Context: an optimization exercise on an open-source flow, tuned for small area and a short achievable clock period. The choices shown serve that exercise and are no tape-out recipe.
No functional check of the RTL was part of any run shown here.

## flow/design.v (module list and top-level ports; edited modules follow where they fit)
// module ex_top: 2458 lines
module ex_top (
    input  logic               clk,
    input  logic               reset,
    input  logic               in_valid,
    input  logic [4:0]         operator,
    input  logic [31:0]        operand1,
    input  logic [31:0]        operand2,
    input  logic [4:0]         dest_addr,
    input  logic               dest_write,
    output logic               out_valid,
    output logic [4:0]         write_addr,
    output logic               write_enable,
    output logic [31:0]        write_data
);
  // ...
==> flow/run.sh <==
#!/bin/bash
# synth_recipe.tcl (not shown) runs the flow's synth.tcl, then flattens the netlist and writes it again
# the make line also repeats each setting of config.mk as NAME=value (left out here)
make -C /OpenROAD-flow-scripts/flow DESIGN_CONFIG=/design/flow/config.mk WORK_HOME=/design/flow/orfs CLKGATE_MAP_FILE= SYNTH_SCRIPT=/design/flow/synth_recipe.tcl finish
==> flow/config.mk <==
export PLATFORM = sky130hd
export DESIGN_NAME = ex_top
export DESIGN_NICKNAME = ex_top
export VERILOG_FILES = /design/flow/design.v
export SDC_FILE = /design/flow/constraint.sdc
export NUM_CORES = 4
export LEC_CHECK = 0
export CAP_MARGIN = 20
export CORE_MARGIN = 2
export CORE_UTILIZATION = 40
export SLEW_MARGIN = 20
==> flow/constraint.sdc <==
create_clock -name core_clock -period 14.0 [get_ports {clk}]
set_input_delay 2.8000 -clock core_clock [delete_from_list [all_inputs] [get_ports {clk}]]
set_output_delay 2.8000 -clock core_clock [all_outputs]
set_load 0.01 [all_outputs]
==> results.sh, run 1 <==
export IMPL_crit_end="hi[31]"
export IMPL_drcViolationCount=0
export IMPL_crit_path_end_kind="flip-flop"
export IMPL_maxSlewHeadroom_pct=11.4
export IMPL_hold_start="hi[5]"
export IMPL_gp_congestion=1.07
export IMPL_cts_tree="yes"
export IMPL_yosysTopAreaCell="fa_1"
export IMPL_vias=52200
export IMPL_fin_area_um2=47200
export IMPL_status="timing/DRC/antenna clean"
export IMPL_synth_edf_count=0
export IMPL_ioPinCount=117
export IMPL_yosys_area_share_adder_pct=28.7
export IMPL_cts_sinks=103
export IMPL_wl_met3_um=37900
export IMPL_fin_nets=6702
export IMPL_path_depth=31
export IMPL_vias_per_cell=7.03
export IMPL_h_tree_depth=3
export IMPL_clock_latency_ps=400
export IMPL_multi_input_area_share_pct=80.3
export IMPL_period_minus_slack_ps=12500
export IMPL_layout_common_cells="a21oi_1 (801), inv_1 (595), nand2_1 (534)"
export IMPL_reg2reg_depth=6
export IMPL_grt_util_met1_pct=54.4
export IMPL_die_h_um=340
export IMPL_port_buffers=116
export IMPL_sh_seq_area_pct=4.37
export IMPL_nFlopsAndLatches=103
export IMPL_nNonClkBuffers=349
export IMPL_yosys_cell_count_top_type="a21oi_1"
export IMPL_grt_overflow=0
==> inputs of run 2 (changes only) <==
--- a/flow/design.v
+++ b/flow/design.v
@@ -7,17 +7,17 @@
     input  logic [31:0]        operand2,
     input  logic [4:0]         dest_addr,
     input  logic               dest_write,
     output logic               out_valid,
     output logic [4:0]         write_addr,
     output logic               write_enable,
     output logic [31:0]        write_data
 );
-    localparam bit SHIFT_MULT = 0;
+    localparam bit SHIFT_MULT = 1;
     logic [4:0] op;
     assign op = operator;
     logic op_or, op_and, op_nor, op_xor, op_sll, op_srl, op_sra;
     logic op_add, op_addu, op_sub, op_subu, op_slt, op_sltu, op_clz, op_clo;
     logic op_mul, op_mult, op_multu, op_mfhi, op_mflo, op_mthi, op_mtlo;
     assign op_or    = op == 5'd1;
     assign op_and   = op == 5'd2;
     assign op_nor   = op == 5'd3;
==> run 2 against run 1 <==
Sequential cell count stayed put. Critical path depth rose by 4. Via count decreased by 17%. Still clean on timing, DRC and antenna. Critical path type unchanged. Cell count is 13% lower. Clock skew fell by 2.3 ps. Routed wire length fell by 19%.
==> results.sh, run 2 <==
export IMPL_finClkSkew_ps=12.8
export IMPL_cts_sinks=103
export IMPL_syn2layout_area_growth_pct=7.98
export IMPL_maxCapViolCount=0
export IMPL_rsz0062_at_grt="false"
export IMPL_tns_ps=0
export IMPL_grt_pass1_vias=40200
export IMPL_die_w_um=317
export IMPL_ys_ff_latch=103
export IMPL_gp_congestion=1.07
export IMPL_ioPinCount=117
export IMPL_slew_violations=0
export IMPL_synth_edf_count=0
export IMPL_initial_core_util_pct=40.5
export IMPL_worstSetupPathType="in2reg"
export IMPL_yosysTopAreaCell="fa_1"
export IMPL_multi_input_area_um2=32500
export IMPL_cts_made_buffers=9
export IMPL_finalCritPeriodShare_pct=97.4
export IMPL_vias_per_cell=6.76
export IMPL_core_area_um2=97000
export IMPL_num_rows=114
export IMPL_setup_viol=0
export IMPL_min_path_type="reg2reg"
export IMPL_clockBufferDepth=2
export IMPL_drtIter0Drc=7050
export IMPL_die_area_um2=101000
export IMPL_synth_compound_area_share_pct=32.8
export IMPL_port_buffers=116
export IMPL_fin_area_um2=42400
export IMPL_antenna_left=0
export IMPL_fin_nets=5929
export IMPL_synth_seq_area_share_pct=5.25
export IMPL_root_buffer="clkbuf_16"
export IMPL_worstReg2RegStart="lo[2]"
export IMPL_cp_required_ps=14280
export IMPL_synth_top_family_by_area="adder cells"
export IMPL_grt_overflow=0
export IMPL_grt_max_degree=66
export IMPL_syn_inst=5332
export IMPL_synthXorXnorAreaFrac_pct=2.56
export IMPL_die_h_um=317
export IMPL_antenna_found_initial=5
export IMPL_cts_resized=0
export IMPL_synthTopCellsByArea="fa_1 (26%), a221oi_1 (7.4%), a211oi_1 (7.1%)"
export IMPL_clkSlewWorstSetupHoldPaths_ps=90
export IMPL_syn_cell_area_um2=39300
export IMPL_final_common_cell="inv_1"
export IMPL_crit_path_start="operator[3]"
export IMPL_dp_hpwl_um=149000
export IMPL_drcViolationCount=0
export IMPL_synth_top_cell_area_share_pct=26.2
export IMPL_synth_area_mux_share_pct=1.65
export IMPL_syn_avg_cell_area_um2=7.37
export IMPL_synth_simple_area_share_pct=12.1
export IMPL_grt_pass1_wl_um=291000
export IMPL_vias=43300
export IMPL_synthFlopType="dfxtp_1"
export IMPL_status="timing/DRC/antenna clean"
export IMPL_finalNonFillerCells=6414
export IMPL_synth_cell_types=76
export IMPL_n_fill_cell=9959
export IMPL_cts_hold_buf=0
export IMPL_yosys_area_share_adder_pct=32.9
export IMPL_h_tree_depth=3
export IMPL_fmax_ghz=0.0733
export IMPL_hold_start="hi[24]"
export IMPL_cp_arrival_ps=13920
export IMPL_async_reset_ff_share_pct=0
export IMPL_synth_common_cells="inv_1 (646), nor2_1 (532), clkbuf_1 (530)"
export IMPL_cp_slowest_cell="o21ai_0"
export IMPL_hold_violations=0
export IMPL_ff_latch_area_um2=2060
export IMPL_syn_nets=6133
export IMPL_routedWlPerCell_um=31.8
export IMPL_reg_top3="hi x32, lo x32, write_data x32"
export IMPL_cts_tree="yes"
export IMPL_yosys_cell_count_top_type="inv_1"
export IMPL_ys_warn_count=1
export IMPL_layout_common_cells="inv_1 (642), a21oi_1 (519), fa_1 (515)"
export IMPL_clock_latency_ps=380
export IMPL_drt_wl_total_um=204000
export IMPL_dp_cells=6392
export IMPL_worst_slew_pin_slew_ps=1200
export IMPL_placed_area_um2=42100
export IMPL_postCtsSetupBuffers=0
export IMPL_crit_top_cell="fa_1"
export IMPL_grt_use_total_pct=39.7
export IMPL_crit_path_start_kind="input port"
export IMPL_crit_path_end_kind="flip-flop"
export IMPL_fin_util_pct=43.7
export IMPL_period_minus_slack_ps=13640
export IMPL_drtPass1Iterations=8
export IMPL_drive_gt1_share_pct=8.90
export IMPL_maxSlewHeadroom_pct=19.9
export IMPL_slowest_delay_ps=790
export IMPL_critPathMaxFanout=38
run 2: through the flow:
step / hold WS [ps] / setup slack, ps
floorplan: 447 / 2200
global placement: 478 / 342
detailed placement: 479 / 254
CTS: 501 / 632
global route: 525 / 30.7
finish: 507 / 360
run 2: worst max-delay path, delay by kind of cell:
family / cells / cell delay [ps]
compound gates: 13 / 3780
xor+xnor: 3 / 470
fa+ha+maj: 8 / 3630
buf+inv: 6 / 1600
simple gates: 5 / 1600
run 2: cell families (layout without fill, tap and decap cells):
| kind of cell | after synthesis | in the layout |
|---|---|---|
| XOR/XNOR | 115 | 115 |
| adder cells (fa/ha/maj) | 724 | 724 |
| flip-flops | 103 | 103 |
| multiplexers | 64 | 64 |
| buffers and inverters | 1303 | 1104 |
| AO/OA/AOI/OAI | 1882 | 1882 |
| other | 0 | 5 |
| AND/OR/NAND/NOR | 1141 | 1141 |
run 2: cell type report:
| type | instances | share of cell area (%) |
|---|---|---|
| clock buffer | 10 | 0.540 |
| sequential | 103 | 4.86 |
| timing repair buffer | 428 | 8.08 |
| multi-input combinational | 3926 | 76.7 |
| antenna | 5 | 0.0295 |
| inverter | 660 | 5.84 |
| clock inverter | 6 | 0.177 |
| tap | 1276 | 3.76 |
run 2: path summary, 6_finish.rpt:
check	endpoint	slack [ps]	cells after the start
worst max-delay path	write_data[31]	360	35
worst min-delay path	write_data[24]	510	2
worst max register to register	write_data[2]	12490	4
worst min register to register	write_data[24]	510	2
run 2: metal layers:
metal	track usage, %	share of wire (%)
met2	56.9	40
met1	52.2	37
met4	26.1	8.5
met5	0	0.013
met3	11.1	14
==> inputs of run 3 (changes only) <==
--- a/flow/config.mk
+++ b/flow/config.mk
@@ -5,6 +5,7 @@
 export SDC_FILE = /design/flow/constraint.sdc
 export NUM_CORES = 4
 export LEC_CHECK = 0
+export ABC_AREA = 1
 export CAP_MARGIN = 20
 export CORE_MARGIN = 2
 export CORE_UTILIZATION = 40
==> run 3 against run 2 <==
Worst hold slack worse by 36 ps. Utilization grew 0.25 points. First-iteration DRC count down 44%. Count of clock-buffer cells in the layout shrank 1. Critical path depth rose by 5. Cell count fell by 16%. Maximum frequency up 5.7%. Critical endpoint is now write_data[30]. Synthesized cell count down 20%. Still clean on timing, DRC and antenna. Register-to-register slack got worse by 100 ps.
==> results.sh, run 3 <==
export IMPL_status="timing/DRC/antenna clean"
export IMPL_tns_ps=0
export IMPL_cts_hold_buf=0
export IMPL_drcViolationCount=0
export IMPL_h_tree_depth=3
export IMPL_drtIter0Drc=3972
export IMPL_yosysTopAreaCell="fa_1"
export IMPL_cts_sinks=103
export IMPL_cp_slowest_cell="clkdlybuf4s50_1"
export IMPL_maxSlewHeadroom_pct=27.7
export IMPL_worst_slew_pin_slew_ps=1080
export IMPL_syn2layout_area_growth_pct=8.71
export IMPL_core_area_um2=83700
export IMPL_cpLargestDelayFamily="adder cells"
export IMPL_grt_util_met1_pct=44.3
export IMPL_clkSlewWorstSetupHoldPaths_ps=80
export IMPL_postCtsSetupBuffers=0
export IMPL_grt_pass1_wl_um=213000
export IMPL_n_fill_cell=8386
export IMPL_grt_pass1_vias=31500
export IMPL_finClkSkew_ps=9.46
export IMPL_synth_cell_types=51
export IMPL_cp_num_buf_inv=9
export IMPL_root_buffer="clkbuf_16"
export IMPL_reg_top3="hi x32, lo x32, write_data x32"
export IMPL_die_w_um=295
export IMPL_antenna_found_initial=2
export IMPL_cts_tree="yes"
export IMPL_gp_congestion=1.03
export IMPL_dp_hpwl_um=107000
export IMPL_die_h_um=295
export IMPL_slowest_delay_ps=660
export IMPL_clock_latency_ps=370
export IMPL_synthTopCellsByArea="fa_1 (30%), xor2_1 (14%), o22ai_1 (10%)"
export IMPL_busiest_layer="met2"
export IMPL_vias=31900
export IMPL_port_buffers=116
export IMPL_final_common_cell="inv_1"
export IMPL_grt_util_met2_pct=48.0
export IMPL_synthFlopType="dfxtp_1"
export IMPL_ys_warn_count=1
export IMPL_grt_overflow=0
export IMPL_crit_path_end_kind="flip-flop"
export IMPL_drt_wl_total_um=145000
export IMPL_drive_gt1_share_pct=6.28
export IMPL_ys_ff_latch=103
export IMPL_fmax_ghz=0.0775
export IMPL_die_area_um2=87000
export IMPL_cts_resized=0
export IMPL_gr_usage_met3_pct=8.10
export IMPL_layout_common_cells="inv_1 (774), o22ai_1 (548), xor2_1 (540)"
export IMPL_slew_violations=0
export IMPL_fin_nets=5034
export IMPL_worstSetupPathType="in2reg"
export IMPL_antenna_left=0
export IMPL_min_path_type="reg2reg"
export IMPL_crit_path_start_kind="input port"
export IMPL_async_reset_ff_share_pct=0
export IMPL_rsz0062_at_grt="false"
export IMPL_finalCritPeriodShare_pct=92.1
export IMPL_clockBufferDepth=2
export IMPL_crit_top_cell="fa_1"
export IMPL_ioPinCount=117
export IMPL_fin_util_pct=44.0
export IMPL_cp_arrival_ps=13120
export IMPL_initial_core_util_pct=40.5
export IMPL_syn_inst=4276
export IMPL_grt_use_total_pct=33.2
export IMPL_syn_nets=5077
export IMPL_synth_edf_count=0
export IMPL_syn_avg_cell_area_um2=7.92
export IMPL_synth_common_cells="inv_1 (774), o22ai_1 (548), xor2_1 (540)"
export IMPL_num_rows=106
export IMPL_vias_per_cell=5.93
export IMPL_cp_required_ps=14220
export IMPL_period_minus_slack_ps=12900
export IMPL_synth_seq_area_share_pct=6.09
export IMPL_maxCapViolCount=0
export IMPL_routedWlPerCell_um=27.0
export IMPL_critPathMaxFanout=35
export IMPL_yosys_cell_count_top_type="inv_1"
export IMPL_syn_cell_area_um2=33900
export IMPL_setup_viol=0
export IMPL_grt_max_degree=48
export IMPL_synth_top_cell_area_share_pct=30.5
export IMPL_hold_violations=0
export IMPL_drtPass1Iterations=6
export IMPL_cts_made_buffers=9
[run 3: changes by cell type in the layout (fill, tap and decap cells not counted), moves of 188 or more]
| cell | delta |
|---|---|
| a211oi_1 | -366 |
| a21oi_1 | -438 |
| a221oi_1 | -298 |
| xor2_1 | +521 |
| nor2_1 | -313 |
| o22ai_1 | +533 |
| a22oi_1 | -188 |
[run 3: cells by family after synthesis]
family          after synthesis  synth area share (%)
xor+xnor                    632                  16.4
fa+ha+maj                   723                  38.1
simple gates                701                  8.23
flops                       103                  6.09
compound gates              938                  17.7
buf+inv                    1179                  13.5
[run 3: layout make-up]
cell class / count / area [um^2] / area share (%)
Clock inverter: 6 / 51.3 / 0.139
Multi-Input combinational cell: 2994 / 27400 / 74.6
Timing Repair Buffer: 271 / 2390 / 6.51
Inverter: 854 / 3210 / 8.71
Sequential cell: 103 / 2060 / 5.60
Antenna cell: 2 / 5.00 / 0.0136
Clock buffer: 9 / 225 / 0.612
Tap cell: 1134 / 1420 / 3.85
[run 3: metal layers]
layer  wire length, um  part of all wire, %
met3             18400                   13
met4             10800                  7.4
met2             59700                   41
met5                 0                    0
met1             56400                   39
[run 3: worst paths after layout]
check,startpoint,to,cells past startpoint,slack [ps]
setup / recovery,operator[4],write_data[30],40,1100
hold / removal,hi[31],hi[31],2,470
setup reg to reg,lo[0],write_data[0],6,12390
hold reg to reg,hi[31],hi[31],2,470
[run 3: worst register-to-register path, cell delays in order, from the launching register on]
cell,delay [ps]
dfxtp_1,320
nand2_1,60
o21ai_0,80
a2111oi_0,490
o2111ai_1,200
nor2_1,190
nand2_1,130
[run 3: through the flow]
step / hold WS [ps] / setup WS (ps) / area (um^2) / instances
2_1_floorplan: 439 / 3170 / 33900 / 4276
3_3_place_gp: 462 / 1080 / 36500 / 5355
3_5_place_dp: 460 / 980 / 36500 / 5356
4_1_cts: 472 / 1360 / 36800 / 5371
5_1_grt: 502 / 563 / 36800 / 5371
6_report: 471 / 1100 / 36800 / 5373
==> inputs of run 4 (changes only) <==
--- a/flow/config.mk
+++ b/flow/config.mk
@@ -8,5 +8,5 @@
 export ABC_AREA = 1
 export CAP_MARGIN = 20
 export CORE_MARGIN = 2
-export CORE_UTILIZATION = 40
+export CORE_UTILIZATION = 60
 export SLEW_MARGIN = 20
==> run 4 against run 3 <==
Still clean. Clock skew grew 2.7 ps. Sequential share of layout area grew 0.085 points. Global-route usage grew 14 points. Maximum frequency shrank 1.2%. Die area shrank 33%. Critical path type unchanged. Largest cell class unchanged. Highest routed layer unchanged.
==> results.sh, run 4 <==
export IMPL_dp_hpwl_um=103000
export IMPL_reg2reg_depth=6
export IMPL_port_buffers=116
export IMPL_fin_ws_ps=940
export IMPL_rsz0062_at_grt="false"
export IMPL_grt_overflow=0
export IMPL_final_common_cell="inv_1"
export IMPL_fin_area_um2=36300
export IMPL_grt_util_met2_pct=67.3
export IMPL_slew_violations=0
export IMPL_syn_nets=5077
export IMPL_worstHoldPathCells=2
export IMPL_grt_util_met1_pct=63.5
export IMPL_die_area_um2=58300
export IMPL_drcViolationCount=0
export IMPL_clockBufferDepth=2
export IMPL_cp_required_ps=14250
export IMPL_syn_avg_cell_area_um2=7.92
export IMPL_synth_common_cells="inv_1 (774), o22ai_1 (548), xor2_1 (540)"
export IMPL_yosys_cell_count_top_type="inv_1"
export IMPL_setup_viol=0
export IMPL_num_rows=87
export IMPL_crit_top_cell="fa_1"
export IMPL_synthTopCellsByArea="fa_1 (30%), xor2_1 (14%), o22ai_1 (10%)"
export IMPL_maxSlewHeadroom_pct=22.3
export IMPL_vias=32100
export IMPL_syn2layout_area_growth_pct=7.09
export IMPL_crit_path_end_kind="flip-flop"
export IMPL_dpl_worst_slack_ps=830
export IMPL_synth_top_cell_area_share_pct=30.5
export IMPL_ioPinCount=117
export IMPL_ys_warn_count=1
export IMPL_synth_cell_types=51
export IMPL_cts_made_buffers=9
export IMPL_crit_path_start_kind="input port"
export IMPL_cp_slowest_cell="fa_1"
export IMPL_grt_pass1_vias=31500
export IMPL_min_path_type="reg2reg"
export IMPL_die_h_um=242
export IMPL_die_w_um=242
export IMPL_synthFlopType="dfxtp_1"
export IMPL_routedWlPerCell_um=28.0
export IMPL_ys_ff_latch=103
export IMPL_cts_hold_buf=0
export IMPL_drive_gt1_share_pct=6.10
export IMPL_clkSlewWorstSetupHoldPaths_ps=90
export IMPL_reg_top3="hi x32, lo x32, write_data x32"
export IMPL_hold_violations=0
export IMPL_cp_arrival_ps=13310
export IMPL_vias_per_cell=6.44
export IMPL_gp_congestion=1.08
export IMPL_tns_ps=0
export IMPL_gr_usage_met3_pct=14.6
export IMPL_postCtsSetupBuffers=0
export IMPL_antenna_found_initial=2
export IMPL_grt_pass1_wl_um=207000
export IMPL_cts_tree="yes"
export IMPL_drt_wl_total_um=140000
export IMPL_core_area_um2=56100
export IMPL_status="timing/DRC/antenna clean"
export IMPL_initial_core_util_pct=60.4
export IMPL_fin_nets=5025
export IMPL_h_tree_depth=3
export IMPL_drtPass1Iterations=6
export IMPL_maxCapViolCount=0
export IMPL_grt_use_total_pct=47.6
export IMPL_finalCritPeriodShare_pct=93.3
export IMPL_slowest_delay_ps=570
export IMPL_worst_slew_pin_slew_ps=1160
export IMPL_busiest_layer="met2"
export IMPL_syn_inst=4276
export IMPL_fmax_ghz=0.0766
export IMPL_finClkSkew_ps=12.2
export IMPL_async_reset_ff_share_pct=0
export IMPL_period_minus_slack_ps=13060
export IMPL_placed_area_um2=35900
export IMPL_syn_cell_area_um2=33900
export IMPL_synth_edf_count=0
export IMPL_synth_seq_area_share_pct=6.09
export IMPL_cts_resized=0
export IMPL_layout_common_cells="inv_1 (774), o22ai_1 (548), xor2_1 (540)"
export IMPL_critPathMaxFanout=43
export IMPL_antenna_left=0
export IMPL_drtIter0Drc=4427
export IMPL_root_buffer="clkbuf_16"
export IMPL_worstSetupPathType="in2reg"
export IMPL_cts_sinks=103
export IMPL_yosysTopAreaCell="fa_1"
export IMPL_grt_max_degree=63
export IMPL_clock_latency_ps=380
## run 4: layout make-up
class,instances,area [um^2]
Multi-Input combinational cell,2994,27400
Fill cell,5098,19800
Inverter,854,3210
Timing Repair Buffer,262,2290
Sequential cell,103,2060
Tap cell,756,946
Clock buffer,9,225
Clock inverter,7,95.1
Antenna cell,1,2.50
## run 4: worst paths after layout
kind               start       endpoint  slack, ps
min               hi[31]         hi[31]        480
max          operator[2]         hi[31]        940
min reg2reg       hi[31]         hi[31]        480
max reg2reg        lo[0]  write_data[0]      12510
## run 4: logic make-up (layout without fill, tap and decap cells)
family                   after synthesis  in the layout  share of synthesized area, %
AND/OR/NAND/NOR                      701            701                          8.23
adder cells (fa/ha/maj)              723            723                          38.1
flip-flops                           103            103                          6.09
XOR/XNOR                             632            632                          16.4
AO/OA/AOI/OAI                        938            938                          17.7
other                                  0              1                             0
buffers and inverters               1179           1132                          13.5
## run 4: worst max-delay path: cells and delay by family
kind	cells	cell delay, ps
adder cells (fa/ha/maj)	8	3760
buffers and inverters	13	2470
AO/OA/AOI/OAI	12	1950
AND/OR/NAND/NOR	8	1500
XOR/XNOR	4	770
## run 4: per-layer routing
metal,share of wire [%],up-vias
met5,0,-
met4,7.8,0
met3,15,517
met2,40,2627
met1,37,15300
li1,-,13600
## run 4: metrics by stage
step	instances	hold WS, ps	utilization [%]
after CTS	4984	479	64.6
after global routing	4985	482	64.7
after floorplan	4276	439	-
final	4986	482	64.7
after detailed placement	4968	468	64.1
after global placement	4968	457	64.1

[port drivers added, routing unchanged]
How much do the figures lean on ideal ports? The routed layouts below were timed once more, with nothing changed but the port constraints.
Step 1 assumes that a clkbuf_16 drives the clock port and a buf_2 every other input.
Step 2 moves the port delays by t, midway between the first and last clock arrival at a register: inputs arrive t later, outputs are due t later. That takes back most of the time a late clock gives input paths.
Slacks: no drivers / after step 1 / after step 2; pairs: no drivers / after step 1.
run	t, ns	slack for setup (ns)	worst setup path at the end
run 1	0.455	1.503 / 1.539 / 1.084	input to register
run 2	0.421	0.360 / 0.362 / -0.059	input to register
run 3	0.408	1.101 / 1.065 / 0.656	input to register
run 4	0.412	0.940 / 0.950 / 0.537	input to register
With both steps, setup timing fails in run 2, where it was met with ideal ports. The setup slack of run 3, which loses most, moves by -0.036 ns with the drivers and by -0.445 ns with both steps.
